From an optimization exercise on the open Yosys and OpenROAD flow, aimed at small area, a short achievable clock period and few clock cycles; shortcuts taken in it are not production practice. Where RTL was checked, it was by simulation tests only, not by an equivalence proof against the original. For run 2, only the layout was checked, not whether the RTL still works. Power and IR drop assume default switching activity.

==> flow/design.v (outline; a module is shown in full before it is edited, if it fits) <==
// module alu_arbiter: 1342 lines
module alu_arbiter #(
  parameter int MUL_LAT = 3
) (
  input  logic        clk,
  input  logic        reset,
  input  logic        i_reqA_valid,
  input  logic        i_reqB_valid,
  output logic        o_reqA_ready,
  output logic        o_reqB_ready,
  input  logic [31:0] i_reqA_op1,
  input  logic [31:0] i_reqA_op2,
  input  logic [31:0] i_reqB_op1,
  input  logic [31:0] i_reqB_op2,
  input  logic [3:0]  i_reqA_sel,
  input  logic [3:0]  i_reqB_sel,
  output logic        o_rsp_valid,
  input  logic        i_rsp_ready,
  output logic        o_rsp_id,
  output logic [31:0] o_rsp_data,
  output logic        o_rsp_zflag,
  output logic        o_busy
);
  // ...
==> flow/flow/run.sh <==
#!/bin/bash
# Standard ORFS layout with two changes:
#  - after the standard synthesis, polarity.py removes inverters (it picks the
#    polarity of each full adder and XOR gate, both of which can absorb an
#    inversion, and splits half adders whose inputs are both inverted);
#    registers, ports and all other cells are unchanged;
#  - the port buffers are buf_1 cells (the resizer may upsize them) instead
#    of the default delay-buffer cell.
set -euo pipefail
R=orfs/results/${FLOW_PLATFORM}/alu_arbiter/base
bash standard.sh synth > log_synth.txt 2>&1
python3 flow/polarity.py $R/1_2_yosys.v $R/1_2_yosys.pol.v > log_polarity.txt 2>&1
mv $R/1_2_yosys.pol.v $R/1_2_yosys.v
rm -f $R/1_synth.odb $R/1_synth.sdc
bash standard.sh SETUP_SLACK_MARGIN=5.2 BUFFER_PORTS_ARGS="-buffer_cell sky130_fd_sc_hd__buf_1" finish > log_layout.txt 2>&1
==> flow/flow/polarity.py <==
#!/usr/bin/env python3
"""Remove inverters from a Yosys/ABC gate netlist of sky130hd cells without
touching its registers or ports.

  * A full adder is self-dual: FA(~a, ~b, ~c) = (~sum, ~carry), so each
    full-adder cell may be used in inverted form.
  * An XOR/XNOR gate absorbs an inversion of any input or of its output by
    swapping xor2 <-> xnor2 (same size).
  * A half adder whose two inputs both come through inverters computes
    (x ^ y, ~(x | y)): it becomes an xor2 and a nor2 of x and y.

The script picks the polarity of every full adder and XOR gate so that as few
signals as possible need an inverter, then rebuilds the inverters (one per
signal that needs its complement).  Registers, ports and all other cells stay
as they are.

usage: polarity.py IN.v OUT.v
"""
import random
import re
import sys
from collections import defaultdict

P = "sky130_fd_sc_hd__"
FA_RE = re.compile(P + r"fa_\d+$")
HA_RE = re.compile(P + r"ha_\d+$")
XOR_RE = re.compile(P + r"x(n?)or2_(\d+)$")
INV_RE = re.compile(P + r"(inv|clkinv)_\d+$")
OUT_PINS = {"X", "Y", "Q", "Q_N", "SUM", "COUT", "HI", "LO"}

src = open(sys.argv[1]).read()
inst_re = re.compile(r"^  (" + P + r"\w+) (\S+)\s+\((.*?)\n  \);\n", re.S | re.M)

cells = {}
order = []
spans = {}
for m in inst_re.finditer(src):
    typ, name, body = m.group(1), m.group(2), m.group(3)
    pins = {}
    for pm in re.finditer(r"\.(\w+)\(([^()]*)\)", body):
        pins[pm.group(1)] = pm.group(2).strip()
    cells[name] = [typ, pins]
    order.append(name)
    spans[name] = (m.start(), m.end())

ports = set()
for m in re.finditer(r"^\s*(input|output)\s+(\[[^\]]*\]\s*)?(\S+);", src, re.M):
    ports.add(m.group(3))


def is_port_net(n):
    return n.split("[")[0].strip() in ports or n in ports


k = [0]


def fresh(prefix):
    k[0] += 1
    return f"_pol_{prefix}{k[0]}_"


new_wires = []
added = {}          # new cells: name -> [type, pins]


def maps():
    driver, loads = {}, defaultdict(list)
    for name, (typ, pins) in list(cells.items()) + list(added.items()):
        for p, n in pins.items():
            if p in OUT_PINS:
                driver[n] = name
            else:
                loads[n].append((name, p))
    return driver, loads


def allcells():
    return {**cells, **added}


# ---- half adders with both inputs inverted -> xor2 + nor2
driver, loads = maps()
n_ha = 0
for name in list(cells):
    typ, pins = cells[name]
    if not HA_RE.match(typ):
        continue
    da, db = driver.get(pins["A"]), driver.get(pins["B"])
    if not (da and db and INV_RE.match(allcells()[da][0]) and INV_RE.match(allcells()[db][0])):
        continue
    x = allcells()[da][1]["A"]
    y = allcells()[db][1]["A"]
    cells[name] = [P + "xor2_1", {"A": x, "B": y, "X": pins["SUM"]}]
    added[fresh("nor")] = [P + "nor2_1", {"A": x, "B": y, "Y": pins["COUT"]}]
    n_ha += 1

# ---- signal model
cellsall = allcells()
driver, loads = maps()
inv_cells = {n for n, (t, _) in cellsall.items() if INV_RE.match(t)}


def root_of(net):
    par = 0
    for _ in range(16):
        d = driver.get(net)
        if d is None or d not in inv_cells:
            break
        net = cellsall[d][1]["A"]
        par ^= 1
    return net, par


req = defaultdict(list)       # root -> [cell, pin, parity]
for name, (typ, pins) in cellsall.items():
    if name in inv_cells:
        continue
    for p, n in pins.items():
        if p in OUT_PINS:
            continue
        r, par = root_of(n)
        req[r].append([name, p, par])

# roots whose inverter tree drives a port (or that are ports) stay as they are
fixed = set()
for n in list(driver):
    if is_port_net(n):
        fixed.add(root_of(n)[0])
for r in req:
    if is_port_net(r):
        fixed.add(r)

kind = {}
for name, (typ, _) in cellsall.items():
    if FA_RE.match(typ):
        kind[name] = "fa"
    elif XOR_RE.match(typ):
        kind[name] = "x"
flip = {n: 0 for n in kind}

drv_var = {}                  # root -> cell whose flip inverts it
for n, kd in kind.items():
    pins = cellsall[n][1]
    for p in (("SUM", "COUT") if kd == "fa" else ("X", "Y")):
        if p in pins:
            drv_var[pins[p]] = n
in_roots = defaultdict(set)   # cell -> roots feeding it
for r, L in req.items():
    for c, p, par in L:
        if c in kind:
            in_roots[c].add(r)

blocked = set()
for n, kd in kind.items():
    outs = [r for r, c in drv_var.items() if c == n]
    if any(r in fixed or r not in req for r in outs):
        blocked.add(n)
    if kd == "fa" and any(r in fixed for r in in_roots[n]):
        blocked.add(n)


def need(r, c, par):
    """does this load want the complement of root r's current value?"""
    if kind.get(c) == "x":
        return 0
    e = par
    if kind.get(c) == "fa" and flip[c]:
        e ^= 1
    d = drv_var.get(r)
    if d is not None and flip[d]:
        e ^= 1
    return e


def cost(r):
    for c, p, par in req[r]:
        if need(r, c, par):
            return 1
    return 0


def affected(n):
    rs = {r for r, c in drv_var.items() if c == n and r in req}
    if kind[n] == "fa":
        rs |= in_roots[n]
    return rs


# out-roots per variable (for speed)
outs_of = defaultdict(list)
for r, c in drv_var.items():
    if r in req:
        outs_of[c].append(r)


def affected_fast(n):
    rs = set(outs_of[n])
    if kind[n] == "fa":
        rs |= in_roots[n]
    return rs


free = [n for n in kind if n not in blocked]
before = sum(cost(r) for r in req)


def try_flip(n):
    rs = affected_fast(n)
    c0 = sum(cost(r) for r in rs)
    flip[n] ^= 1
    c1 = sum(cost(r) for r in rs)
    return c1 - c0


for _ in range(30):
    ch = 0
    for n in free:
        d = try_flip(n)
        if d < 0:
            ch += 1
        else:
            flip[n] ^= 1
    if not ch:
        break

# simulated annealing from the greedy result
rng = random.Random(1)
cur = sum(cost(r) for r in req)
best, best_flip = cur, dict(flip)
T = 1.0
steps = 40000
for s in range(steps):
    T = 1.0 * (1 - s / steps) + 0.02
    n = rng.choice(free)
    d = try_flip(n)
    if d <= 0 or rng.random() < pow(2.718, -d / T):
        cur += d
        if cur < best:
            best, best_flip = cur, dict(flip)
    else:
        flip[n] ^= 1
flip.update(best_flip)
after = sum(cost(r) for r in req)
print(f"polarity: {n_ha} half adders split; {sum(flip[n] for n in kind if kind[n]=='fa')} "
      f"full adders and {sum(flip[n] for n in kind if kind[n]=='x')} xor gates inverted; "
      f"signals needing a complement {before} -> {after}", file=sys.stderr)

# ---- rebuild the inverters of every root with a changed or inverted load
del_cells = set()
xor_par = defaultdict(int)    # xor cell -> polarity change
for n in kind:
    if kind[n] == "x" and flip[n]:
        xor_par[n] ^= 1

rebuild = set()
for r, L in req.items():
    if r in fixed:
        continue
    d = drv_var.get(r)
    if (d is not None and flip[d]) or any(par or (c in kind and flip[c]) for c, p, par in L):
        rebuild.add(r)

for r in sorted(rebuild):
    invs = [c for (c, p) in loads.get(r, []) if c in inv_cells]
    stack = list(invs)
    while stack:
        c = stack.pop()
        if c in del_cells:
            continue
        del_cells.add(c)
        on = cellsall[c][1]["Y"]
        assert not is_port_net(on), on
        stack.extend(x for (x, p) in loads.get(on, []) if x in inv_cells)
    d = drv_var.get(r)
    rflip = 1 if (d is not None and flip[d]) else 0
    inv_loads = []
    for ent in req[r]:
        c, p, par = ent
        if kind.get(c) == "x":
            # connect straight to the root; the gate absorbs the difference
            xor_par[c] ^= par ^ rflip
            cellsall[c][1][p] = r
            continue
        if need(r, c, par):
            inv_loads.append((c, p))
        else:
            cellsall[c][1][p] = r
    # one inverter per group of at most 8 loads, sized by its load count
    for g in range(0, len(inv_loads), 8):
        grp = inv_loads[g:g + 8]
        inv_net = fresh("n")
        new_wires.append(inv_net)
        size = 1 if len(grp) <= 2 else (2 if len(grp) <= 5 else 4)
        added[fresh("inv")] = [P + f"inv_{size}", {"A": r, "Y": inv_net}]
        for c, p in grp:
            cellsall[c][1][p] = inv_net
    cellsall = allcells()

# inverters left without loads (e.g. after half-adder splits) are removed
while True:
    used = set()
    for nm, (t, pins) in allcells().items():
        if nm in del_cells:
            continue
        for p, n in pins.items():
            if p not in OUT_PINS:
                used.add(n)
    dead = [nm for nm, (t, pins) in allcells().items()
            if nm not in del_cells and INV_RE.match(t)
            and pins["Y"] not in used and not is_port_net(pins["Y"])]
    if not dead:
        break
    del_cells.update(dead)

for c, v in xor_par.items():
    if v:
        typ = cellsall[c][0]
        m = XOR_RE.match(typ)
        newt = P + ("xor2_" if m.group(1) else "xnor2_") + m.group(2)
        pins = cellsall[c][1]
        if m.group(1):          # xnor2 (output Y) -> xor2 (output X)
            pins["X"] = pins.pop("Y")
        else:
            pins["Y"] = pins.pop("X")
        cellsall[c][0] = newt
        if c in cells:
            cells[c][0] = newt
        else:
            added[c][0] = newt


def esc(n):
    return n + " " if n.startswith("\\") else n


def emit(typ, name, pins):
    body = ",\n".join(f"    .{p}({esc(n)})" for p, n in pins.items())
    return f"  {typ} {name} (\n{body}\n  );\n"


out = []
pos = 0
for name in order:
    s, e = spans[name]
    out.append(src[pos:s])
    pos = e
    if name in del_cells:
        continue
    out.append(emit(cells[name][0], name, cells[name][1]))
    if name == order[-1]:
        for nn, (t, pins2) in added.items():
            if nn not in del_cells:
                out.append(emit(t, nn, pins2))
out.append(src[pos:])
text = "".join(out)
idx = text.index("  wire ")
text = text[:idx] + "".join(f"  wire {w};\n" for w in new_wires) + text[idx:]
# safety: every loaded net must have exactly one driver, else keep the input
drv_cnt = defaultdict(int)
loaded = set()
for t, nm, b in re.findall(r"(" + P + r"\w+)\s+(\S+)\s*\((.*?)\);", text, re.S):
    for p, net in re.findall(r"\.(\w+)\(([^)]*)\)", b):
        net = net.strip()
        if p in OUT_PINS:
            drv_cnt[net] += 1
        else:
            loaded.add(net)
bad = [n for n in loaded if drv_cnt[n] != 1 and not is_port_net(n) and not n.startswith("1'b")]
bad += [n for n, v in drv_cnt.items() if v > 1]
if bad:
    print(f"polarity: netlist check failed ({bad[:5]}); keeping the input netlist", file=sys.stderr)
    text = src
open(sys.argv[2], "w").write(text)
n_inv_before = len(inv_cells)
n_inv_after = n_inv_before - len(del_cells & inv_cells) + sum(1 for nn in added if INV_RE.match(added[nn][0]) and nn not in del_cells)
print(f"polarity: inverters {n_inv_before} -> {n_inv_after}", file=sys.stderr)
==> flow/standard.sh <==
#!/bin/bash
# synth_recipe.tcl (not shown) runs the flow's synth.tcl, then flattens the netlist and writes it again
# the make line also repeats each setting of config.mk as NAME=value (left out here)
make -C /OpenROAD-flow-scripts/flow DESIGN_CONFIG=/design/flow/config.mk WORK_HOME=/design/flow/orfs CLKGATE_MAP_FILE= SYNTH_SCRIPT=/design/flow/synth_recipe.tcl "${@:-finish}"
==> flow/config.mk <==
export PLATFORM = sky130hd
export DESIGN_NAME = alu_arbiter
export DESIGN_NICKNAME = alu_arbiter
export VERILOG_FILES = /design/flow/design.v
export SDC_FILE = /design/flow/constraint.sdc
export NUM_CORES = 4
export LEC_CHECK = 0
export ABC_AREA = 1
export ABC_CLOCK_PERIOD_IN_PS = 4700
export CAP_MARGIN = 20
export CORE_MARGIN = 2
export CORE_UTILIZATION = 40
export SETUP_SLACK_MARGIN = 5.0
export SLEW_MARGIN = 20
==> flow/constraint.sdc <==
create_clock -name core_clock -period 9.5 [get_ports {clk}]
set_input_delay 1.9000 -clock core_clock [delete_from_list [all_inputs] [get_ports {clk}]]
set_output_delay 1.9000 -clock core_clock [all_outputs]
set_load 0.01 [all_outputs]
==> run notes, run 1 <==
====================================================================
Max clock buf depth                                                2
Power share of the sequential group                            19.3%
Sequential logic power                                       1.74 mW
Met3 Track Usage GR                                           3.769%
Number of nets in the finished design                           3136
Power in combinational cells                                 6.56 mW
Largest fanout of any net on the critical path                     2
Arrival time at the worst endpoint                           2550 ps
Cells traversed along the worst timing path             buf_1 -> inv_2 -> a21oi_2 -> inv_1 -> nor3_2 -> buf_2
Post-CTS Resized                                                 108
Final Max Tran Viols                                               0
Switching fraction of total power                             52.58%
Global-route wire length before repair                      103.4 mm
Seq area share                                                18.52%
Cell group occupying the most layout area               multi-input combinational cells
Number of vias per cell after detailed routing                 5.443
Final instance area                                        24380 µm²
Routed wire length per instance                             20.31 µm
Placed Instance Area                                       22170 µm²
Buffers inserted during post-CTS setup optimization               35
Final cell count without fillers                                3372
LEAKAGE                                                     12.02 nW
Pre-CTS setup slack                                          4841 ps
Share of post-route cells with drive strength above 1         17.55%
Total congestion overflow                                          0
Overall via count from detail_route                            18360
Largest net degree at the start of global routing                 81
Worst Path Required                                          7600 ps
Number of signal-net buffers in the layout                       309
Outcome                             no timing/DRC/antenna violations
Met1 track demand over resource in global routing             33.13%
Top cell family by delay on the critical path           buffers and inverters
Syn Nets                                                        2981
Routed wl met2                                              32.15 mm
Count of inserted antenna diode cells                              0
Clk_skew                                                    12.69 ps
Total of max-cap violations                                        0
Instance count on the critical path                                6
PD cells                                                369.8 nW/µm²
Reg-to-reg slack, setup                                      5290 ps
Die area                                                   54660 µm²
Warnings from Yosys                                                1
Critical path buffers and inverters                                4
Uppermost metal layer occupied by signal nets                   met4
====================================================================
Testbench counts, summed over its fixed seeds: cycles 2,416.
==> run 2, diff against run 1 <==
--- a/flow/design.v
+++ b/flow/design.v
@@ -27,3 +27,3 @@
   logic        is_mul, is_add, is_sub, is_and, is_or, is_slt;
-  logic [31:0] ax, ay;
+  logic [31:0] ax;
   logic [15:0] d_one, d_two, d_neg;
@@ -39,7 +39,4 @@
   assign bt = ~bt_n;
-  logic [31:0] ay1;          
-  logic        cin1;         
   logic [15:0] bo, bt, bn;   
   logic        v2, id2;      
-  logic        cin2;
   assign cap_b   = v1 ? ~id1 : pick;
@@ -62,5 +59,9 @@
   assign is_slt = (sel == 4'b0111);
-  assign ax = ({32{is_add | is_sub | is_mul}} & a) | ({32{is_and}} & (a & b)) |
-              ({32{is_or}} & (a | b)) | {31'b0, is_slt & (a < b)};
-  assign ay = ({32{is_add}} & b) | ({32{is_sub}} & ~b);
+  logic        inv_b, cout;
+  logic [31:0] sum1;
+  assign inv_b = is_sub | is_slt;
+  assign {cout, sum1} = {1'b0, a} + {1'b0, b ^ {32{inv_b}}} + {32'b0, inv_b};
+  assign ax = ({32{is_mul}} & a) | ({32{is_add | is_sub}} & sum1) |
+              ({32{is_and}} & (a & b)) | ({32{is_or}} & (a | b)) |
+              {31'b0, is_slt & ~cout};
   always_comb begin
@@ -101,4 +102,2 @@
     ma_n <= ~ax;
-    ay1  <= ay;
-    cin1 <= is_sub;
     bo_n <= ~d_one;
@@ -139,3 +138,2 @@
   wire pp0_31 = ((bo[0] & ma[31]) | (bt[0] & ma[30])) ^ bn[0];
-  wire nb0 = bn[0] | ay1[0];
   wire pp1_0 = (bo[1] & ma[0]) ^ bn[1];
@@ -170,3 +168,2 @@
   wire pp1_29 = ((bo[1] & ma[29]) | (bt[1] & ma[28])) ^ bn[1];
-  wire nb1 = bn[1] | ay1[2];
   wire pp2_0 = (bo[2] & ma[0]) ^ bn[2];
@@ -199,3 +196,2 @@
   wire pp2_27 = ((bo[2] & ma[27]) | (bt[2] & ma[26])) ^ bn[2];
-  wire nb2 = bn[2] | ay1[4];
   wire pp3_0 = (bo[3] & ma[0]) ^ bn[3];
@@ -226,3 +222,2 @@
   wire pp3_25 = ((bo[3] & ma[25]) | (bt[3] & ma[24])) ^ bn[3];
-  wire nb3 = bn[3] | ay1[6];
   wire pp4_0 = (bo[4] & ma[0]) ^ bn[4];
@@ -251,3 +246,2 @@
   wire pp4_23 = ((bo[4] & ma[23]) | (bt[4] & ma[22])) ^ bn[4];
-  wire nb4 = bn[4] | ay1[8];
   wire pp5_0 = (bo[5] & ma[0]) ^ bn[5];
@@ -274,3 +268,2 @@
   wire pp5_21 = ((bo[5] & ma[21]) | (bt[5] & ma[20])) ^ bn[5];
-  wire nb5 = bn[5] | ay1[10];
   wire pp6_0 = (bo[6] & ma[0]) ^ bn[6];
@@ -295,3 +288,2 @@
   wire pp6_19 = ((bo[6] & ma[19]) | (bt[6] & ma[18])) ^ bn[6];
-  wire nb6 = bn[6] | ay1[12];
   wire pp7_0 = (bo[7] & ma[0]) ^ bn[7];
@@ -314,3 +306,2 @@
   wire pp7_17 = ((bo[7] & ma[17]) | (bt[7] & ma[16])) ^ bn[7];
-  wire nb7 = bn[7] | ay1[14];
   wire pp8_0 = (bo[8] & ma[0]) ^ bn[8];
@@ -331,3 +322,2 @@
   wire pp8_15 = ((bo[8] & ma[15]) | (bt[8] & ma[14])) ^ bn[8];
-  wire nb8 = bn[8] | ay1[16];
   wire pp9_0 = (bo[9] & ma[0]) ^ bn[9];
@@ -346,3 +336,2 @@
   wire pp9_13 = ((bo[9] & ma[13]) | (bt[9] & ma[12])) ^ bn[9];
-  wire nb9 = bn[9] | ay1[18];
   wire pp10_0 = (bo[10] & ma[0]) ^ bn[10];
@@ -359,3 +348,2 @@
   wire pp10_11 = ((bo[10] & ma[11]) | (bt[10] & ma[10])) ^ bn[10];
-  wire nb10 = bn[10] | ay1[20];
   wire pp11_0 = (bo[11] & ma[0]) ^ bn[11];
@@ -370,3 +358,2 @@
   wire pp11_9 = ((bo[11] & ma[9]) | (bt[11] & ma[8])) ^ bn[11];
-  wire nb11 = bn[11] | ay1[22];
   wire pp12_0 = (bo[12] & ma[0]) ^ bn[12];
@@ -379,3 +366,2 @@
   wire pp12_7 = ((bo[12] & ma[7]) | (bt[12] & ma[6])) ^ bn[12];
-  wire nb12 = bn[12] | ay1[24];
   wire pp13_0 = (bo[13] & ma[0]) ^ bn[13];
@@ -386,3 +372,2 @@
   wire pp13_5 = ((bo[13] & ma[5]) | (bt[13] & ma[4])) ^ bn[13];
-  wire nb13 = bn[13] | ay1[26];
   wire pp14_0 = (bo[14] & ma[0]) ^ bn[14];
@@ -391,35 +376,18 @@
   wire pp14_3 = ((bo[14] & ma[3]) | (bt[14] & ma[2])) ^ bn[14];
-  wire nb14 = bn[14] | ay1[28];
   wire pp15_0 = (bo[15] & ma[0]) ^ bn[15];
   wire pp15_1 = ((bo[15] & ma[1]) | (bt[15] & ma[0])) ^ bn[15];
-  wire nb15 = bn[15] | ay1[30];
-  wire pa3 = pp1_1 | ay1[3];
-  wire pa5 = pp1_3 | ay1[5];
-  wire pa7 = pp1_5 | ay1[7];
-  wire pa9 = pp1_7 | ay1[9];
-  wire pa11 = pp1_9 | ay1[11];
-  wire pa13 = pp1_11 | ay1[13];
-  wire pa15 = pp1_13 | ay1[15];
-  wire pa17 = pp1_15 | ay1[17];
-  wire pa19 = pp1_17 | ay1[19];
-  wire pa21 = pp1_19 | ay1[21];
-  wire pa23 = pp1_21 | ay1[23];
-  wire pa25 = pp1_23 | ay1[25];
-  wire pa27 = pp1_25 | ay1[27];
-  wire pa29 = pp1_27 | ay1[29];
-  wire pa31 = pp1_29 | ay1[31];
-  wire ts1 = nb12 ^ pp0_24;
-  wire tc2 = nb12 & pp0_24;
-  wire ts3 = pp0_25 ^ pp2_21;
-  wire tc4 = pp0_25 & pp2_21;
-  wire ts5 = nb13 ^ pp0_26 ^ pp1_24;
-  wire tc6 = (nb13 & pp0_26) | (nb13 & pp1_24) | (pp0_26 & pp1_24);
+  wire ts1 = bn[12] ^ pp0_24;
+  wire tc2 = bn[12] & pp0_24;
+  wire ts3 = pp0_25 ^ pp1_23;
+  wire tc4 = pp0_25 & pp1_23;
+  wire ts5 = bn[13] ^ pp0_26 ^ pp1_24;
+  wire tc6 = (bn[13] & pp0_26) | (bn[13] & pp1_24) | (pp0_26 & pp1_24);
   wire ts7 = pp2_22 ^ pp3_20;
   wire tc8 = pp2_22 & pp3_20;
-  wire ts9 = pp0_27 ^ pp2_23 ^ pp3_21;
-  wire tc10 = (pp0_27 & pp2_23) | (pp0_27 & pp3_21) | (pp2_23 & pp3_21);
-  wire ts11 = pp4_19 ^ pp5_17;
-  wire tc12 = pp4_19 & pp5_17;
-  wire ts13 = nb14 ^ pp0_28 ^ pp1_26;
-  wire tc14 = (nb14 & pp0_28) | (nb14 & pp1_26) | (pp0_28 & pp1_26);
+  wire ts9 = pp0_27 ^ pp1_25 ^ pp2_23;
+  wire tc10 = (pp0_27 & pp1_25) | (pp0_27 & pp2_23) | (pp1_25 & pp2_23);
+  wire ts11 = pp3_21 ^ pp4_19;
+  wire tc12 = pp3_21 & pp4_19;
+  wire ts13 = bn[14] ^ pp0_28 ^ pp1_26;
+  wire tc14 = (bn[14] & pp0_28) | (bn[14] & pp1_26) | (pp0_28 & pp1_26);
   wire ts15 = pp2_24 ^ pp3_22 ^ pp4_20;
@@ -428,10 +396,10 @@
   wire tc18 = pp5_18 & pp6_16;
-  wire ts19 = pp0_29 ^ pp2_25 ^ pp3_23;
-  wire tc20 = (pp0_29 & pp2_25) | (pp0_29 & pp3_23) | (pp2_25 & pp3_23);
-  wire ts21 = pp4_21 ^ pp5_19 ^ pp6_17;
-  wire tc22 = (pp4_21 & pp5_19) | (pp4_21 & pp6_17) | (pp5_19 & pp6_17);
-  wire ts23 = pp7_15 ^ pp8_13;
-  wire tc24 = pp7_15 & pp8_13;
-  wire ts25 = nb15 ^ pp0_30 ^ pp1_28;
-  wire tc26 = (nb15 & pp0_30) | (nb15 & pp1_28) | (pp0_30 & pp1_28);
+  wire ts19 = pp0_29 ^ pp1_27 ^ pp2_25;
+  wire tc20 = (pp0_29 & pp1_27) | (pp0_29 & pp2_25) | (pp1_27 & pp2_25);
+  wire ts21 = pp3_23 ^ pp4_21 ^ pp5_19;
+  wire tc22 = (pp3_23 & pp4_21) | (pp3_23 & pp5_19) | (pp4_21 & pp5_19);
+  wire ts23 = pp6_17 ^ pp7_15;
+  wire tc24 = pp6_17 & pp7_15;
+  wire ts25 = bn[15] ^ pp0_30 ^ pp1_28;
+  wire tc26 = (bn[15] & pp0_30) | (bn[15] & pp1_28) | (pp0_30 & pp1_28);
   wire ts27 = pp2_26 ^ pp3_24 ^ pp4_22;
@@ -442,16 +410,16 @@
   wire tc32 = pp8_14 & pp9_12;
-  wire ts33 = nb8 ^ pp0_16;
-  wire tc34 = nb8 & pp0_16;
-  wire ts35 = pp0_17 ^ pp2_13;
-  wire tc36 = pp0_17 & pp2_13;
-  wire ts37 = nb9 ^ pp0_18 ^ pp1_16;
-  wire tc38 = (nb9 & pp0_18) | (nb9 & pp1_16) | (pp0_18 & pp1_16);
+  wire ts33 = bn[8] ^ pp0_16;
+  wire tc34 = bn[8] & pp0_16;
+  wire ts35 = pp0_17 ^ pp1_15;
+  wire tc36 = pp0_17 & pp1_15;
+  wire ts37 = bn[9] ^ pp0_18 ^ pp1_16;
+  wire tc38 = (bn[9] & pp0_18) | (bn[9] & pp1_16) | (pp0_18 & pp1_16);
   wire ts39 = pp2_14 ^ pp3_12;
   wire tc40 = pp2_14 & pp3_12;
-  wire ts41 = pp0_19 ^ pp2_15 ^ pp3_13;
-  wire tc42 = (pp0_19 & pp2_15) | (pp0_19 & pp3_13) | (pp2_15 & pp3_13);
-  wire ts43 = pp4_11 ^ pp5_9;
-  wire tc44 = pp4_11 & pp5_9;
-  wire ts45 = nb10 ^ pp0_20 ^ pp1_18;
-  wire tc46 = (nb10 & pp0_20) | (nb10 & pp1_18) | (pp0_20 & pp1_18);
+  wire ts41 = pp0_19 ^ pp1_17 ^ pp2_15;
+  wire tc42 = (pp0_19 & pp1_17) | (pp0_19 & pp2_15) | (pp1_17 & pp2_15);
+  wire ts43 = pp3_13 ^ pp4_11;
+  wire tc44 = pp3_13 & pp4_11;
+  wire ts45 = bn[10] ^ pp0_20 ^ pp1_18;
+  wire tc46 = (bn[10] & pp0_20) | (bn[10] & pp1_18) | (pp0_20 & pp1_18);
   wire ts47 = pp2_16 ^ pp3_14 ^ pp4_12;
@@ -460,10 +428,10 @@
   wire tc50 = pp5_10 & pp6_8;
-  wire ts51 = pp0_21 ^ pp2_17 ^ pp3_15;
-  wire tc52 = (pp0_21 & pp2_17) | (pp0_21 & pp3_15) | (pp2_17 & pp3_15);
-  wire ts53 = pp4_13 ^ pp5_11 ^ pp6_9;
-  wire tc54 = (pp4_13 & pp5_11) | (pp4_13 & pp6_9) | (pp5_11 & pp6_9);
-  wire ts55 = pp7_7 ^ pp8_5;
-  wire tc56 = pp7_7 & pp8_5;
-  wire ts57 = nb11 ^ pp0_22 ^ pp1_20;
-  wire tc58 = (nb11 & pp0_22) | (nb11 & pp1_20) | (pp0_22 & pp1_20);
+  wire ts51 = pp0_21 ^ pp1_19 ^ pp2_17;
+  wire tc52 = (pp0_21 & pp1_19) | (pp0_21 & pp2_17) | (pp1_19 & pp2_17);
+  wire ts53 = pp3_15 ^ pp4_13 ^ pp5_11;
+  wire tc54 = (pp3_15 & pp4_13) | (pp3_15 & pp5_11) | (pp4_13 & pp5_11);
+  wire ts55 = pp6_9 ^ pp7_7;
+  wire tc56 = pp6_9 & pp7_7;
+  wire ts57 = bn[11] ^ pp0_22 ^ pp1_20;
+  wire tc58 = (bn[11] & pp0_22) | (bn[11] & pp1_20) | (pp0_22 & pp1_20);
   wire ts59 = pp2_18 ^ pp3_16 ^ pp4_14;
@@ -474,10 +442,10 @@
   wire tc64 = pp8_6 & pp9_4;
-  wire ts65 = pp0_23 ^ pp2_19 ^ pp3_17;
-  wire tc66 = (pp0_23 & pp2_19) | (pp0_23 & pp3_17) | (pp2_19 & pp3_17);
-  wire ts67 = pp4_15 ^ pp5_13 ^ pp6_11;
-  wire tc68 = (pp4_15 & pp5_13) | (pp4_15 & pp6_11) | (pp5_13 & pp6_11);
-  wire ts69 = pp7_9 ^ pp8_7 ^ pp9_5;
-  wire tc70 = (pp7_9 & pp8_7) | (pp7_9 & pp9_5) | (pp8_7 & pp9_5);
-  wire ts71 = pp10_3 ^ pp11_1;
-  wire tc72 = pp10_3 & pp11_1;
+  wire ts65 = pp0_23 ^ pp1_21 ^ pp2_19;
+  wire tc66 = (pp0_23 & pp1_21) | (pp0_23 & pp2_19) | (pp1_21 & pp2_19);
+  wire ts67 = pp3_17 ^ pp4_15 ^ pp5_13;
+  wire tc68 = (pp3_17 & pp4_15) | (pp3_17 & pp5_13) | (pp4_15 & pp5_13);
+  wire ts69 = pp6_11 ^ pp7_9 ^ pp8_7;
+  wire tc70 = (pp6_11 & pp7_9) | (pp6_11 & pp8_7) | (pp7_9 & pp8_7);
+  wire ts71 = pp9_5 ^ pp10_3;
+  wire tc72 = pp9_5 & pp10_3;
   wire ts73 = pp1_22 ^ pp2_20 ^ pp3_18;
@@ -490,10 +458,10 @@
   wire tc80 = (pp10_4 & pp11_2) | (pp10_4 & pp12_0) | (pp11_2 & pp12_0);
-  wire ts81 = pp3_19 ^ pp4_17 ^ pp5_15;
-  wire tc82 = (pp3_19 & pp4_17) | (pp3_19 & pp5_15) | (pp4_17 & pp5_15);
-  wire ts83 = pp6_13 ^ pp7_11 ^ pp8_9;
-  wire tc84 = (pp6_13 & pp7_11) | (pp6_13 & pp8_9) | (pp7_11 & pp8_9);
-  wire ts85 = pp9_7 ^ pp10_5 ^ pp11_3;
-  wire tc86 = (pp9_7 & pp10_5) | (pp9_7 & pp11_3) | (pp10_5 & pp11_3);
-  wire ts87 = pp12_1 ^ pa25 ^ tc2;
-  wire tc88 = (pp12_1 & pa25) | (pp12_1 & tc2) | (pa25 & tc2);
+  wire ts81 = pp2_21 ^ pp3_19 ^ pp4_17;
+  wire tc82 = (pp2_21 & pp3_19) | (pp2_21 & pp4_17) | (pp3_19 & pp4_17);
+  wire ts83 = pp5_15 ^ pp6_13 ^ pp7_11;
+  wire tc84 = (pp5_15 & pp6_13) | (pp5_15 & pp7_11) | (pp6_13 & pp7_11);
+  wire ts85 = pp8_9 ^ pp9_7 ^ pp10_5;
+  wire tc86 = (pp8_9 & pp9_7) | (pp8_9 & pp10_5) | (pp9_7 & pp10_5);
+  wire ts87 = pp11_3 ^ pp12_1 ^ tc2;
+  wire tc88 = (pp11_3 & pp12_1) | (pp11_3 & tc2) | (pp12_1 & tc2);
   wire ts89 = pp4_18 ^ pp5_16 ^ pp6_14;
@@ -506,8 +474,8 @@
   wire tc96 = (pp13_0 & tc4) | (pp13_0 & ts7) | (tc4 & ts7);
-  wire ts97 = pp6_15 ^ pp7_13 ^ pp8_11;
-  wire tc98 = (pp6_15 & pp7_13) | (pp6_15 & pp8_11) | (pp7_13 & pp8_11);
-  wire ts99 = pp9_9 ^ pp10_7 ^ pp11_5;
-  wire tc100 = (pp9_9 & pp10_7) | (pp9_9 & pp11_5) | (pp10_7 & pp11_5);
-  wire ts101 = pp12_3 ^ pp13_1 ^ pa27;
-  wire tc102 = (pp12_3 & pp13_1) | (pp12_3 & pa27) | (pp13_1 & pa27);
+  wire ts97 = pp5_17 ^ pp6_15 ^ pp7_13;
+  wire tc98 = (pp5_17 & pp6_15) | (pp5_17 & pp7_13) | (pp6_15 & pp7_13);
+  wire ts99 = pp8_11 ^ pp9_9 ^ pp10_7;
+  wire tc100 = (pp8_11 & pp9_9) | (pp8_11 & pp10_7) | (pp9_9 & pp10_7);
+  wire ts101 = pp11_5 ^ pp12_3 ^ pp13_1;
+  wire tc102 = (pp11_5 & pp12_3) | (pp11_5 & pp13_1) | (pp12_3 & pp13_1);
   wire ts103 = tc8 ^ ts11 ^ tc6;
@@ -522,8 +490,8 @@
   wire tc112 = (ts17 & tc10) | (ts17 & ts13) | (tc10 & ts13);
-  wire ts113 = pp9_11 ^ pp10_9 ^ pp11_7;
-  wire tc114 = (pp9_11 & pp10_9) | (pp9_11 & pp11_7) | (pp10_9 & pp11_7);
-  wire ts115 = pp12_5 ^ pp13_3 ^ pp14_1;
-  wire tc116 = (pp12_5 & pp13_3) | (pp12_5 & pp14_1) | (pp13_3 & pp14_1);
-  wire ts117 = pa29 ^ tc18 ^ ts23;
-  wire tc118 = (pa29 & tc18) | (pa29 & ts23) | (tc18 & ts23);
+  wire ts113 = pp8_13 ^ pp9_11 ^ pp10_9;
+  wire tc114 = (pp8_13 & pp9_11) | (pp8_13 & pp10_9) | (pp9_11 & pp10_9);
+  wire ts115 = pp11_7 ^ pp12_5 ^ pp13_3;
+  wire tc116 = (pp11_7 & pp12_5) | (pp11_7 & pp13_3) | (pp12_5 & pp13_3);
+  wire ts117 = pp14_1 ^ tc18 ^ ts23;
+  wire tc118 = (pp14_1 & tc18) | (pp14_1 & ts23) | (tc18 & ts23);
   wire ts119 = tc14 ^ tc16 ^ ts19;
@@ -538,16 +506,16 @@
   wire tc128 = (tc22 & ts25) | (tc22 & ts27) | (ts25 & ts27);
-  wire ts129 = nb5 ^ pp0_10;
-  wire tc130 = nb5 & pp0_10;
-  wire ts131 = pp0_11 ^ pp2_7;
-  wire tc132 = pp0_11 & pp2_7;
-  wire ts133 = nb6 ^ pp0_12 ^ pp1_10;
-  wire tc134 = (nb6 & pp0_12) | (nb6 & pp1_10) | (pp0_12 & pp1_10);
+  wire ts129 = bn[5] ^ pp0_10;
+  wire tc130 = bn[5] & pp0_10;
+  wire ts131 = pp0_11 ^ pp1_9;
+  wire tc132 = pp0_11 & pp1_9;
+  wire ts133 = bn[6] ^ pp0_12 ^ pp1_10;
+  wire tc134 = (bn[6] & pp0_12) | (bn[6] & pp1_10) | (pp0_12 & pp1_10);
   wire ts135 = pp2_8 ^ pp3_6;
   wire tc136 = pp2_8 & pp3_6;
-  wire ts137 = pp0_13 ^ pp2_9 ^ pp3_7;
-  wire tc138 = (pp0_13 & pp2_9) | (pp0_13 & pp3_7) | (pp2_9 & pp3_7);
-  wire ts139 = pp4_5 ^ pp5_3;
-  wire tc140 = pp4_5 & pp5_3;
-  wire ts141 = nb7 ^ pp0_14 ^ pp1_12;
-  wire tc142 = (nb7 & pp0_14) | (nb7 & pp1_12) | (pp0_14 & pp1_12);
+  wire ts137 = pp0_13 ^ pp1_11 ^ pp2_9;
+  wire tc138 = (pp0_13 & pp1_11) | (pp0_13 & pp2_9) | (pp1_11 & pp2_9);
+  wire ts139 = pp3_7 ^ pp4_5;
+  wire tc140 = pp3_7 & pp4_5;
+  wire ts141 = bn[7] ^ pp0_14 ^ pp1_12;
+  wire tc142 = (bn[7] & pp0_14) | (bn[7] & pp1_12) | (pp0_14 & pp1_12);
   wire ts143 = pp2_10 ^ pp3_8 ^ pp4_6;
@@ -556,8 +524,8 @@
   wire tc146 = pp5_4 & pp6_2;
-  wire ts147 = pp0_15 ^ pp2_11 ^ pp3_9;
-  wire tc148 = (pp0_15 & pp2_11) | (pp0_15 & pp3_9) | (pp2_11 & pp3_9);
-  wire ts149 = pp4_7 ^ pp5_5 ^ pp6_3;
-  wire tc150 = (pp4_7 & pp5_5) | (pp4_7 & pp6_3) | (pp5_5 & pp6_3);
-  wire ts151 = pp7_1 ^ pa15;
-  wire tc152 = pp7_1 & pa15;
+  wire ts147 = pp0_15 ^ pp1_13 ^ pp2_11;
+  wire tc148 = (pp0_15 & pp1_13) | (pp0_15 & pp2_11) | (pp1_13 & pp2_11);
+  wire ts149 = pp3_9 ^ pp4_7 ^ pp5_5;
+  wire tc150 = (pp3_9 & pp4_7) | (pp3_9 & pp5_5) | (pp4_7 & pp5_5);
+  wire ts151 = pp6_3 ^ pp7_1;
+  wire tc152 = pp6_3 & pp7_1;
   wire ts153 = pp1_14 ^ pp2_12 ^ pp3_10;
@@ -568,8 +536,8 @@
   wire tc158 = (pp7_2 & pp8_0) | (pp7_2 & ts33) | (pp8_0 & ts33);
-  wire ts159 = pp3_11 ^ pp4_9 ^ pp5_7;
-  wire tc160 = (pp3_11 & pp4_9) | (pp3_11 & pp5_7) | (pp4_9 & pp5_7);
-  wire ts161 = pp6_5 ^ pp7_3 ^ pp8_1;
-  wire tc162 = (pp6_5 & pp7_3) | (pp6_5 & pp8_1) | (pp7_3 & pp8_1);
-  wire ts163 = pa17 ^ tc34 ^ ts35;
-  wire tc164 = (pa17 & tc34) | (pa17 & ts35) | (tc34 & ts35);
+  wire ts159 = pp2_13 ^ pp3_11 ^ pp4_9;
+  wire tc160 = (pp2_13 & pp3_11) | (pp2_13 & pp4_9) | (pp3_11 & pp4_9);
+  wire ts161 = pp5_7 ^ pp6_5 ^ pp7_3;
+  wire tc162 = (pp5_7 & pp6_5) | (pp5_7 & pp7_3) | (pp6_5 & pp7_3);
+  wire ts163 = pp8_1 ^ tc34 ^ ts35;
+  wire tc164 = (pp8_1 & tc34) | (pp8_1 & ts35) | (tc34 & ts35);
   wire ts165 = pp4_10 ^ pp5_8 ^ pp6_6;
@@ -580,6 +548,6 @@
   wire tc170 = (tc36 & ts39) | (tc36 & ts37) | (ts39 & ts37);
-  wire ts171 = pp6_7 ^ pp7_5 ^ pp8_3;
-  wire tc172 = (pp6_7 & pp7_5) | (pp6_7 & pp8_3) | (pp7_5 & pp8_3);
-  wire ts173 = pp9_1 ^ pa19 ^ tc40;
-  wire tc174 = (pp9_1 & pa19) | (pp9_1 & tc40) | (pa19 & tc40);
+  wire ts171 = pp5_9 ^ pp6_7 ^ pp7_5;
+  wire tc172 = (pp5_9 & pp6_7) | (pp5_9 & pp7_5) | (pp6_7 & pp7_5);
+  wire ts173 = pp8_3 ^ pp9_1 ^ tc40;
+  wire tc174 = (pp8_3 & pp9_1) | (pp8_3 & tc40) | (pp9_1 & tc40);
   wire ts175 = ts43 ^ tc38 ^ ts41;
@@ -592,4 +560,4 @@
   wire tc182 = (tc42 & ts45) | (tc42 & ts47) | (ts45 & ts47);
-  wire ts183 = pp9_3 ^ pp10_1 ^ pa21;
-  wire tc184 = (pp9_3 & pp10_1) | (pp9_3 & pa21) | (pp10_1 & pa21);
+  wire ts183 = pp8_5 ^ pp9_3 ^ pp10_1;
+  wire tc184 = (pp8_5 & pp9_3) | (pp8_5 & pp10_1) | (pp9_3 & pp10_1);
   wire ts185 = tc50 ^ ts55 ^ tc46;
@@ -604,4 +572,4 @@
   wire tc194 = (ts57 & ts59) | (ts57 & ts61) | (ts59 & ts61);
-  wire ts195 = pa23 ^ tc64 ^ ts71;
-  wire tc196 = (pa23 & tc64) | (pa23 & ts71) | (tc64 & ts71);
+  wire ts195 = pp11_1 ^ tc64 ^ ts71;
+  wire tc196 = (pp11_1 & tc64) | (pp11_1 & ts71) | (tc64 & ts71);
   wire ts197 = tc58 ^ tc60 ^ tc62;
@@ -636,4 +604,4 @@
   wire tc226 = (ts15 & tc98) | (ts15 & tc100) | (tc98 & tc100);
-  wire ts227 = ts105 ^ ts107 ^ tc102;
-  wire tc228 = (ts105 & ts107) | (ts105 & tc102) | (ts107 & tc102);
+  wire ts227 = tc102 ^ ts105 ^ ts107;
+  wire tc228 = (tc102 & ts105) | (tc102 & ts107) | (ts105 & ts107);
   wire ts229 = ts109 ^ tc104 ^ ts111;
@@ -652,14 +620,14 @@
   wire tc242 = (tc120 & ts125) | (tc120 & ts127) | (ts125 & ts127);
-  wire ts243 = nb3 ^ pp0_6;
-  wire tc244 = nb3 & pp0_6;
-  wire ts245 = pp0_7 ^ pp2_3;
-  wire tc246 = pp0_7 & pp2_3;
-  wire ts247 = nb4 ^ pp0_8 ^ pp1_6;
-  wire tc248 = (nb4 & pp0_8) | (nb4 & pp1_6) | (pp0_8 & pp1_6);
+  wire ts243 = bn[3] ^ pp0_6;
+  wire tc244 = bn[3] & pp0_6;
+  wire ts245 = pp0_7 ^ pp1_5;
+  wire tc246 = pp0_7 & pp1_5;
+  wire ts247 = bn[4] ^ pp0_8 ^ pp1_6;
+  wire tc248 = (bn[4] & pp0_8) | (bn[4] & pp1_6) | (pp0_8 & pp1_6);
   wire ts249 = pp2_4 ^ pp3_2;
   wire tc250 = pp2_4 & pp3_2;
-  wire ts251 = pp0_9 ^ pp2_5 ^ pp3_3;
-  wire tc252 = (pp0_9 & pp2_5) | (pp0_9 & pp3_3) | (pp2_5 & pp3_3);
-  wire ts253 = pp4_1 ^ pa9;
-  wire tc254 = pp4_1 & pa9;
+  wire ts251 = pp0_9 ^ pp1_7 ^ pp2_5;
+  wire tc252 = (pp0_9 & pp1_7) | (pp0_9 & pp2_5) | (pp1_7 & pp2_5);
+  wire ts253 = pp3_3 ^ pp4_1;
+  wire tc254 = pp3_3 & pp4_1;
   wire ts255 = pp1_8 ^ pp2_6 ^ pp3_4;
@@ -668,6 +636,6 @@
   wire tc258 = (pp4_2 & pp5_0) | (pp4_2 & ts129) | (pp5_0 & ts129);
-  wire ts259 = pp3_5 ^ pp4_3 ^ pp5_1;
-  wire tc260 = (pp3_5 & pp4_3) | (pp3_5 & pp5_1) | (pp4_3 & pp5_1);
-  wire ts261 = pa11 ^ tc130 ^ ts131;
-  wire tc262 = (pa11 & tc130) | (pa11 & ts131) | (tc130 & ts131);
+  wire ts259 = pp2_7 ^ pp3_5 ^ pp4_3;
+  wire tc260 = (pp2_7 & pp3_5) | (pp2_7 & pp4_3) | (pp3_5 & pp4_3);
+  wire ts261 = pp5_1 ^ tc130 ^ ts131;
+  wire tc262 = (pp5_1 & tc130) | (pp5_1 & ts131) | (tc130 & ts131);
   wire ts263 = pp4_4 ^ pp5_2 ^ pp6_0;
@@ -676,4 +644,4 @@
   wire tc266 = (tc132 & ts135) | (tc132 & ts133) | (ts135 & ts133);
-  wire ts267 = pp6_1 ^ pa13 ^ tc136;
-  wire tc268 = (pp6_1 & pa13) | (pp6_1 & tc136) | (pa13 & tc136);
+  wire ts267 = pp5_3 ^ pp6_1 ^ tc136;
+  wire tc268 = (pp5_3 & pp6_1) | (pp5_3 & tc136) | (pp6_1 & tc136);
   wire ts269 = ts139 ^ tc134 ^ ts137;
@@ -740,4 +708,4 @@
   wire tc330 = (ts227 & tc224) | (ts227 & ts229) | (tc224 & ts229);
-  wire ts331 = tc226 ^ ts231 ^ tc228;
-  wire tc332 = (tc226 & ts231) | (tc226 & tc228) | (ts231 & tc228);
+  wire ts331 = tc226 ^ tc228 ^ ts231;
+  wire tc332 = (tc226 & tc228) | (tc226 & ts231) | (tc228 & ts231);
   wire ts333 = ts233 ^ tc230 ^ ts235;
@@ -748,10 +716,10 @@
   wire tc338 = (ts239 & tc236) | (ts239 & ts241) | (tc236 & ts241);
-  wire ts339 = nb2 ^ pp0_4;
-  wire tc340 = nb2 & pp0_4;
-  wire ts341 = pp0_5 ^ pp2_1;
-  wire tc342 = pp0_5 & pp2_1;
+  wire ts339 = bn[2] ^ pp0_4;
+  wire tc340 = bn[2] & pp0_4;
+  wire ts341 = pp0_5 ^ pp1_3;
+  wire tc342 = pp0_5 & pp1_3;
   wire ts343 = pp1_4 ^ pp2_2 ^ pp3_0;
   wire tc344 = (pp1_4 & pp2_2) | (pp1_4 & pp3_0) | (pp2_2 & pp3_0);
-  wire ts345 = pp3_1 ^ pa7 ^ tc244;
-  wire tc346 = (pp3_1 & pa7) | (pp3_1 & tc244) | (pa7 & tc244);
+  wire ts345 = pp2_3 ^ pp3_1 ^ tc244;
+  wire tc346 = (pp2_3 & pp3_1) | (pp2_3 & tc244) | (pp3_1 & tc244);
   wire ts347 = pp4_0 ^ tc246 ^ ts249;
@@ -802,10 +770,10 @@
   wire tc392 = (tc332 & ts335) | (tc332 & tc334) | (ts335 & tc334);
-  wire ts393 = nb1 ^ pp0_2;
-  wire tc394 = nb1 & pp0_2;
-  wire ts395 = pp0_3 ^ pa3;
-  wire tc396 = pp0_3 & pa3;
+  wire ts393 = bn[1] ^ pp0_2;
+  wire tc394 = bn[1] & pp0_2;
+  wire ts395 = pp0_3 ^ pp1_1;
+  wire tc396 = pp0_3 & pp1_1;
   wire ts397 = pp1_2 ^ pp2_0 ^ ts339;
   wire tc398 = (pp1_2 & pp2_0) | (pp1_2 & ts339) | (pp2_0 & ts339);
-  wire ts399 = pa5 ^ tc340 ^ ts341;
-  wire tc400 = (pa5 & tc340) | (pa5 & ts341) | (tc340 & ts341);
+  wire ts399 = pp2_1 ^ tc340 ^ ts341;
+  wire tc400 = (pp2_1 & tc340) | (pp2_1 & ts341) | (tc340 & ts341);
   wire ts401 = ts243 ^ tc342 ^ ts343;
@@ -860,10 +828,10 @@
   wire tc450 = (ts337 & tc390) | (ts337 & ts391) | (tc390 & ts391);
-  wire tx451 = pp0_31 ^ pp2_27;
-  wire tx452 = pp3_25 ^ pp4_23;
-  wire tx453 = pp5_21 ^ pp6_19;
-  wire tx454 = pp7_17 ^ pp8_15;
-  wire tx455 = pp9_13 ^ pp10_11;
-  wire tx456 = pp11_9 ^ pp12_7;
-  wire tx457 = pp13_5 ^ pp14_3;
-  wire tx458 = pp15_1 ^ pa31;
+  wire tx451 = pp0_31 ^ pp1_29;
+  wire tx452 = pp2_27 ^ pp3_25;
+  wire tx453 = pp4_23 ^ pp5_21;
+  wire tx454 = pp6_19 ^ pp7_17;
+  wire tx455 = pp8_15 ^ pp9_13;
+  wire tx456 = pp10_11 ^ pp11_9;
+  wire tx457 = pp12_7 ^ pp13_5;
+  wire tx458 = pp14_3 ^ pp15_1;
   wire tx459 = tx451 ^ tx452;
@@ -871,4 +839,4 @@
   wire tx461 = tx455 ^ tx456;
-  wire tx462 = tx457 ^ tc32;
-  wire tx463 = tx458 ^ tc26;
+  wire tx462 = tx457 ^ tx458;
+  wire tx463 = tc32 ^ tc26;
   wire tx464 = tc28 ^ tc30;
@@ -890,4 +858,3 @@
   logic rg0;
-  logic rp1;
-  logic rg1;
+  logic r1_0;
   logic rp2;
@@ -956,7 +923,5 @@
       id2  <= id1;
-      cin2 <= cin1;
-      rp0 <= nb0 ^ pp0_0;
-      rg0 <= nb0 & pp0_0;
-      rp1 <= ay1[1] ^ pp0_1;
-      rg1 <= ay1[1] & pp0_1;
+      rp0 <= bn[0] ^ pp0_0;
+      rg0 <= bn[0] & pp0_0;
+      r1_0 <= pp0_1;
       rp2 <= pp1_0 ^ ts393;
@@ -1027,4 +992,4 @@
   assign g[0] = rg0;
-  assign p[1] = rp1;
-  assign g[1] = rg1;
+  assign p[1] = r1_0;
+  assign g[1] = 1'b0;
   assign p[2] = rp2;
@@ -1089,3 +1054,3 @@
   assign g[31] = 1'b0;
-  wire k0_0 = g[0] | (p[0] & cin2);
+  wire k0_0 = g[0];
   wire kg1_1 = g[1] | (p[1] & k0_0);
@@ -1308,3 +1273,3 @@
   wire kg5_30 = kg4_30 | (kp4_30 & kg4_14);
-  assign o_rsp_data[0] = p[0] ^ cin2;
+  assign o_rsp_data[0] = p[0] ^ 1'b0;
   assign o_rsp_data[1] = p[1] ^ k0_0;
@@ -1340,3 +1305,3 @@
   assign o_rsp_data[31] = p[31] ^ kg5_30;
-  assign o_rsp_zflag = (p == {p[30:0] | g[30:0], cin2});
+  assign o_rsp_zflag = (p == {p[30:0] | g[30:0], 1'b0});
 endmodule
--- a/flow/flow/run.sh
+++ b/flow/flow/run.sh
@@ -14,2 +14,2 @@
 rm -f $R/1_synth.odb $R/1_synth.sdc
-bash standard.sh SETUP_SLACK_MARGIN=5.2 BUFFER_PORTS_ARGS="-buffer_cell sky130_fd_sc_hd__buf_1" finish > log_layout.txt 2>&1
+bash standard.sh BUFFER_PORTS_ARGS="-buffer_cell sky130_fd_sc_hd__buf_1" finish > log_layout.txt 2>&1
==> run notes, run 2 <==
==========================================================================================
Start point of the worst min-delay path                                                nv2
PD cells                                                                      377.8 nW/µm²   +2.2%
Outcome                                                   no timing/DRC/antenna violations
DRT Wirelength                                                                    67.52 mm
Total of fill cells in the finished design                                            4794
Number of H-tree branching levels                                                        4
Height of the chip                                                                226.7 µm
Syn Nets                                                                              2797   -6.2%
Initial Util                                                                        40.54%
Pre-CTS setup slack                                                                4320 ps   -521.6 ps
Sum of negative setup slack                                                           0 ps
Proportion of power drawn by the clock network                                        8.3%
Least-Margin Pin Slew                                                              1110 ps
Initial antenna violation count                                                          0
Startpoint-to-endpoint class of the critical path                               reg -> out
Global-route wire length before repair                                            103.7 mm   +0.36%
Worst min-delay path category                                                   reg -> reg
Capturing element type of the critical path                                     output pin
Slew margin rel.                                                                    25.91%
Dpl hpwl                                                                          48.12 mm
Depth of the worst hold-timing path                                                      2
Number of sinks driven by the clock tree                                               153
Worst Path Required                                                                7600 ps   about the same
PortBufs                                                                               178
Via count of the first global-routing pass                                           18150
Placer congestion estimate                                                          0.9316
Finish-stage setup viols                                                                 0
Count of inserted antenna diode cells                                                    0   unchanged
Layout Area Growth over Synthesis                                                   12.80%
Max clock buf depth                                                                      2   unchanged
Number of nets in the finished design                                                 2916   -7.0%
Number of hold buffers added after cts                                                   0
Minimum setup slack in the final design                                            4921 ps
Fmax achieved                                                                   0.2184 GHz
Endpoints failing hold                                                                   0
Final worst path period share                                                       48.20%
Die area                                                                         51410 µm²   -5.9%
Most frequent standard cell in the layout excluding fill and tap cells        sky130_fd_sc_hd__xor2_1
Cell count after synthesis                                                            2375
Clk_skew                                                                          12.49 ps   -0.1944 ps
WHS Endpoint                                                                           nv2
Internal portion of total power                                                   3.737 mW
Reg-to-reg slack, setup                                                            5100 ps   -190 ps
Overall via count from detail_route                                                  18080   -1.5%
DRC errors left                                                                          0
Number of nets with antenna violations after routing                                     0
Setup repair after global routing missed its margin                                    yes
Std-Cell Rows                                                                           81
Placed Instance Area                                                             20980 µm²   -5.4%
Clock tree from TritonCTS                                                              yes
Launch point of the worst reg-to-reg path                                         ma_n[16]
Routed wire length per instance                                                   21.29 µm   +4.9%
Share of post-route cells with drive strength above 1                               12.60%   -4.9 points
Final instance area                                                              22390 µm²   -8.2%
Clock insertion delay at the later pin of the skew report                           460 ps
Final Max Tran Viols                                                                     0   unchanged
Cell area after technology mapping                                               19850 µm²
Power share of the sequential group                                                  15.7%   -3.6 points
Width of the die                                                                  226.7 µm
Warnings from Yosys                                                                      1   unchanged
Net Switching                                                                     4.720 mW
Number of vias per cell after detailed routing                                       5.700   +4.7%
Clock edge transition at the registers on the reported setup and hold paths          70 ps
Clock tree root buffer cell                                                   sky130_fd_sc_hd__clkbuf_16
Largest net degree at the start of global routing                                       71   -12%
Reg-to-Reg End                                                                       r29_1
Final core utilization                                                              45.74%
Top-level port count                                                                   179
Top reg by flops                                                                      ma_n
Total congestion overflow                                                                0   unchanged
Arrival time at the worst endpoint                                                 2680 ps   +130 ps
LEAKAGE                                                                           11.11 nW   -7.6%
Part of the total power dissipated in combinational logic                            76.0%
TritonCTS buffer count                                                                  17
Worst ir drop on vdd                                                              236.3 µV
Total of max-cap violations                                                              0   unchanged
Largest fanout of any net on the critical path                                           5   +3
Global-route usage over all layers                                                  26.45%
Shortest period the worst path allows                                              4579 ps
Reg2reg path depth                                                                       8
Largest register FFs                                                                    32
Detailed Routing Iterations Pass 1                                                       5
Startpoint class of the critical path                                            flip-flop
Switching fraction of total power                                                   55.81%   +3.2 points
Commonest cells after routing, fill and taps aside                            343 x sky130_fd_sc_hd__xor2_1, 279 x sky130_fd_sc_hd__nand2_1, 263 x sky130_fd_sc_hd__o22ai_1, 197 x sky130_fd_sc_hd__fa_1, 168 x sky130_fd_sc_hd__buf_1
Core area                                                                        48950 µm²
First-iteration detailed-routing DRC count                                            1504
Mean instance size in the synthesized netlist                                    8.356 µm²
==========================================================================================
## run 2: cell type report
cell class | instances | area, µm² | share of cell area [%]
tap | 664 | 830.8 | 3.711
multi-input combinational | 1895 | 15180 | 67.79
inverter | 164 | 629.4 | 2.811
clock inverter | 12 | 112.6 | 0.5030
timing repair buffer | 263 | 1391 | 6.215
clock buffer | 20 | 489.2 | 2.185
sequential | 153 | 3759 | 16.79
## run 2: routing by layer
| metal | routed length, µm | share of wire, % | GRT usage (%) |
|---|---|---|---|
| met2 | 31720 | 47 | 44.12 |
| met5 | 0 | 0 | 0 |
| met4 | 2040 | 3.0 | 9.550 |
| met3 | 5176 | 7.7 | 4.769 |
| met1 | 28580 | 42 | 34.25 |
## run 2: timing repair
item	4_1_cts	5_1_grt
gates resized for setup	41	70
pin swaps	15	27
buffers inserted	19	25
endpoints found under the setup margin	26	36
cloned	1	0
## run 2: critical path: stages, from the launching register on
cell and delay (ps):
sky130_fd_sc_hd__edfxtp_1 470, sky130_fd_sc_hd__xor2_2 230, sky130_fd_sc_hd__buf_6 150, sky130_fd_sc_hd__a21oi_4 150
sky130_fd_sc_hd__o21ai_0 110, sky130_fd_sc_hd__a21oi_2 180, sky130_fd_sc_hd__nand3_2 170, sky130_fd_sc_hd__nand2_1 100
sky130_fd_sc_hd__o211ai_1 160, sky130_fd_sc_hd__a21oi_2 190, sky130_fd_sc_hd__xor2_1 160, sky130_fd_sc_hd__buf_2 150
## run 2: stage by stage
step / hold WS (ps) / cells / power, mW
3_3_place_gp: 475.0 / 3094 / 7.295
5_1_grt: 534.9 / 3171 / 9.218
4_1_cts: 496.8 / 3146 / 8.230
6_report: 492.1 / 3171 / 8.457
2_1_floorplan: 446.7 / 2375 / 5.652
3_5_place_dp: 487.5 / 3094 / 7.396
## run 2: how the worst max path moves through the flow
stage / from / end / cells after the start
after global placement: i_reqB_sel[2] / ma_n[26] / 15
after floorplan: bn[1] / r29_1 / 9
after global routing: r20_0 / o_rsp_data[29] / 10
after CTS: rp6 / o_rsp_data[29] / 11
final: r18_0 / o_rsp_data[29] / 11
after detailed placement: i_reqB_sel[2] / ma_n[26] / 15
## run 2: power groups by stage
stage               logic (mW)  clock network, mW  registers (mW)
floorplan                 4.51                  0            1.14
global placement          5.98                  0            1.31
detailed placement        6.08                  0            1.32
finish                    6.43              0.701            1.33
CTS                       6.21              0.712            1.31
global route              7.14              0.737            1.34

## afterwards: timing with drivers on the ports
The flow's constraints put no driver on any port. The routed layouts listed below were extracted and timed again, unchanged, in two steps. Step 1: set_driving_cell puts a clkbuf_16 on clk and a buf_2 on each other input, an assumption about the parent block. Step 2 also shifts input and output timing later by t, the mid clock arrival at the registers, as if the neighbouring blocks saw the same clock. Three values: ideal, step 1, step 2; two values: the first two.
run | t (ns) | setup slack, ns | worst hold slack (ns) | worst register clock-pin slew, ns | worst slew at a driven data input, ns
run 1 | 0.512 | 5.051 / 5.029 / 4.709 | 0.452 / 0.452 / 0.452 | 0.08 / 0.08 | 0.05
run 2 | 0.512 | 4.921 / 4.865 / 4.711 | 0.492 / 0.492 / 0.492 | 0.08 / 0.08 | 0.04
After both steps setup and hold are still met in every run listed. For run 1, which loses most, drivers alone change the setup slack by -0.022 ns; drivers and shift together by -0.342 ns.
